Background: an optimization exercise with open tools, aiming at small area. Do not read the settings as production practice. Function was checked by simulation only, so behaviour that the tests miss may differ from the original. Power and IR drop assume default switching activity.

Setup of job 9956:
==> flow/design.v <==
module regfile_mp_aoi222 (
  input  logic a0, b0, a1, b1, a2, b2,
  output logic y
);
  assign y = ~((a0 & b0) | (a1 & b1) | (a2 & b2));
endmodule
module regfile_mp_nand4 (
  input  logic a, b, c, d,
  output logic y
);
  assign y = ~(a & b & c & d);
endmodule
module regfile_mp_or3 (
  input  logic a, b, c,
  output logic y
);
  assign y = a | b | c;
endmodule
module regfile_mp_hold (
  input  logic ws, hs, w, q,
  output logic d
);
  assign d = (ws & w) | (hs & q);
endmodule
module regfile_mp_nand2 (
  input  logic a, b,
  output logic y
);
  assign y = ~(a & b);
endmodule
module regfile_mp_inv (
  input  logic a,
  output logic y
);
  assign y = ~a;
endmodule
module regfile_mp_ao221 (
  input  logic a0, b0, a1, b1, c,
  output logic y
);
  assign y = (a0 & b0) | (a1 & b1) | c;
endmodule
module regfile_mp_and3 (
  input  logic a, b, c,
  output logic y
);
  assign y = a & b & c;
endmodule
module regfile_mp_and2 (
  input  logic a, b,
  output logic y
);
  assign y = a & b;
endmodule
module regfile_mp_rbit (
  input  logic [31:0] s,
  input  logic [31:0] d,
  output logic        y
);
  logic [9:0] n;
  logic [2:0] o;
  logic       m;
  for (genvar k = 0; k < 10; k++) begin : g_aoi
    regfile_mp_aoi222 u (
      .a0(s[3*k]),   .b0(d[3*k]),
      .a1(s[3*k+1]), .b1(d[3*k+1]),
      .a2(s[3*k+2]), .b2(d[3*k+2]),
      .y(n[k]));
  end
  regfile_mp_nand4 u_n0 (.a(n[0]), .b(n[1]), .c(n[2]), .d(n[3]), .y(o[0]));
  regfile_mp_nand4 u_n1 (.a(n[4]), .b(n[5]), .c(n[6]), .d(n[7]), .y(o[1]));
  regfile_mp_nand2 u_n2 (.a(n[8]), .b(n[9]), .y(m));
  regfile_mp_ao221 u_a2 (.a0(s[30]), .b0(d[30]), .a1(s[31]), .b1(d[31]), .c(m), .y(o[2]));
  regfile_mp_or3   u_o  (.a(o[0]), .b(o[1]), .c(o[2]), .y(y));
endmodule
module regfile_mp #(
  parameter int XLEN     = 32,
  parameter int DEPTH    = 32,
  parameter int NUM_RD   = 2,
  parameter int READ_REG = 0,
  parameter int ZERO_R0  = 1,
  parameter int AW       = (DEPTH > 1) ? $clog2(DEPTH) : 1
) (
  input  logic                   clk,
  input  logic                   rst,
  input  logic                   we,
  input  logic [AW-1:0]          waddr,
  input  logic [XLEN-1:0]        wdata,
  input  logic [NUM_RD*AW-1:0]   raddr,
  output logic [NUM_RD*XLEN-1:0] rdata,
  input  logic                   clr_req,
  output logic                   clr_busy,
  output logic                   clr_done
);
  logic       busy;
  logic [4:0] ptr;
  always_ff @(posedge clk) begin
    if (rst) begin
      busy <= 1'b0;
      ptr  <= '0;
    end else begin
      if (busy) begin
        ptr <= ptr + 1'b1;
        if (ptr == 5'd31) busy <= 1'b0;
      end else if (clr_req) begin
        busy <= 1'b1;
      end
    end
  end
  assign clr_busy = busy;
  assign clr_done = busy && (ptr == 5'd31);
  logic [3:0] wl, cl;
  logic [7:0] wh, ch;
  always_comb begin
    for (int k = 0; k < 4; k++) begin
      wl[k] = we && (waddr[1:0] == 2'(k));
      cl[k] = rst || (busy && (ptr[1:0] == 2'(k)));
    end
    for (int j = 0; j < 8; j++) begin
      wh[j] = (waddr[4:2] == 3'(j));
      ch[j] = rst || (ptr[4:2] == 3'(j));
    end
  end
  logic [31:1][31:0] mem;
  logic [31:1]       nws;    
  for (genvar r = 1; r < 32; r++) begin : g_ent
    logic [31:0] mem_d;
    logic        ncl, ws, hs;
    regfile_mp_nand2 u_nws (.a(wl[r % 4]), .b(wh[r / 4]), .y(nws[r]));
    regfile_mp_nand2 u_ncl (.a(cl[r % 4]), .b(ch[r / 4]), .y(ncl));
    regfile_mp_and3  u_ws  (.a(wl[r % 4]), .b(wh[r / 4]), .c(ncl), .y(ws));
    regfile_mp_and2  u_hs  (.a(nws[r]), .b(ncl), .y(hs));
    for (genvar b = 0; b < 32; b++) begin : g_bit
      regfile_mp_hold u_hold (.ws(ws), .hs(hs), .w(wdata[b]), .q(mem[r][b]), .d(mem_d[b]));
    end
    always_ff @(posedge clk) begin
      mem[r] <= mem_d;
    end
  end
  logic wr_ok;
  assign wr_ok = we && (waddr != 5'd0);
  for (genvar i = 0; i < 2; i++) begin : g_rd
    logic [4:0]  ra;
    logic        byp;
    logic [3:0]  rl;
    logic [7:0]  rh;
    logic [31:0] sel;    
    assign ra  = raddr[i*5 +: 5];
    assign byp = wr_ok && (waddr == ra);
    always_comb begin
      for (int k = 0; k < 4; k++) rl[k] = (ra[1:0] == 2'(k));
      for (int j = 0; j < 8; j++) rh[j] = (ra[4:2] == 3'(j));
    end
    assign sel[0] = byp;
    for (genvar r = 1; r < 32; r++) begin : g_sel
      regfile_mp_and3 u_sel (.a(rl[r % 4]), .b(rh[r / 4]), .c(nws[r]), .y(sel[r]));
    end
    for (genvar b = 0; b < 32; b++) begin : g_bit
      logic [31:0] dv;
      assign dv[0] = wdata[b];
      for (genvar r = 1; r < 32; r++) begin : g_dv
        assign dv[r] = mem[r][b];
      end
      regfile_mp_rbit u_rbit (.s(sel), .d(dv), .y(rdata[i*32 + b]));
    end
  end
endmodule
clock: 6.0 ns
lec_check: 0
cap_margin: 20
core_margin: 2
core_utilization: 42
setup_slack_margin: 0.1
slew_margin: 20
synth_hierarchical: 1
standard.sh (not shown) runs the stock make flow with config.mk's settings and CLKGATE_MAP_FILE= SYNTH_SCRIPT=/design/flow/synth_recipe.tcl, a recipe that flattens the netlist after the stock synthesis.
==> flow/flow/run.sh <==
#!/bin/bash
set -euo pipefail
export BUFFER_PORTS_ARGS="-buffer_cell sky130_fd_sc_hd__buf_1"
export DONT_USE_CELLS="sky130_fd_sc_hd__buf_12 sky130_fd_sc_hd__buf_16"
export CTS_ARGS="-sink_clustering_enable -repair_clock_nets -dont_use_dummy_load -buf_list sky130_fd_sc_hd__clkbuf_16 -sink_clustering_size 26 -sink_clustering_max_diameter 90"
bash standard.sh > standard.log 2>&1
The inputs of job 6009 differ from those of job 9956 as listed below.
Settings: a change of CAP_MARGIN from 20 to 10; a change of SLEW_MARGIN from 20 to 10.
Notes after the runs:
| achievable clock frequency | job 6009 vs job 9956 | ≈ equal |. Job 6009 -> job 9956: sequential share of layout area flat. Standby leakage power: job 6009 vs job 9956 — no meaningful difference. Internal power essentially unchanged between job 9956 and job 6009. The critical-path cell with the highest stage delay comes out sky130_fd_sc_hd__a222oi_1 in one run and sky130_fd_sc_hd__nand4_1 in the other, namely in job 9956 and job 6009 respectively.
diff inputs: job 6009 => job 170
Settings: SLEW_MARGIN now 20, was 10; SETUP_SLACK_MARGIN now 0.2, was 0.1; CAP_MARGIN now 20, was 10.
==> flow/flow/run.sh <==
#!/bin/bash
set -euo pipefail
export BUFFER_PORTS_ARGS="-buffer_cell sky130_fd_sc_hd__buf_1"
export DONT_USE_CELLS="sky130_fd_sc_hd__buf_12 sky130_fd_sc_hd__buf_16"
export CTS_ARGS="-sink_clustering_enable -repair_clock_nets -dont_use_dummy_load -buf_list sky130_fd_sc_hd__clkbuf_16 -sink_clustering_size 24 -sink_clustering_max_diameter 80"
bash standard.sh > standard.log 2>&1
--- outcome ---
- Status: global-route wire length before repair parity (job 6009, job 170)
- Worst hold path depth across job 170 and job 6009: no real change.
- Job 170 vs. job 6009: number of hold buffers added after CTS was more or less identical, wire length after detailed routing stayed essentially flat, setup slack lost 0.022 ns.

-- port drivers added, routing unchanged --
In the flow no input, the clock included, has a driving cell. The finished layouts below were timed again as built, in two steps.
Step 1 assumes that a clkbuf_16 drives the clock port and a buf_2 every other input.
Step 2 adds t to the input delays and takes it off the output delays; t is the mean of the earliest and latest rising clock arrival at the registers after step 1. Input paths then give back, and output paths get back, about the clock's delay inside the block.
Three values: no drivers, after step 1, after step 2; two values: the first two.
run	t, ns	setup WS [ns]	hold WS [ns]	worst setup path at the end	worst slew at a driven data input, ns
job 9956	0.693	0.192 / 0.170 / 0.170	0.500 / 0.500 / 0.500	input to output	0.24
job 6009	0.697	0.186 / 0.161 / 0.161	0.503 / 0.503 / 0.503	input to output	0.24
job 170	0.716	0.163 / 0.141 / 0.141	0.499 / 0.499 / 0.499	input to output	0.24
After both steps setup and hold are still met in every run listed. The setup slack of job 6009, which loses most, moves by -0.025 ns with the drivers and by -0.025 ns with both steps.
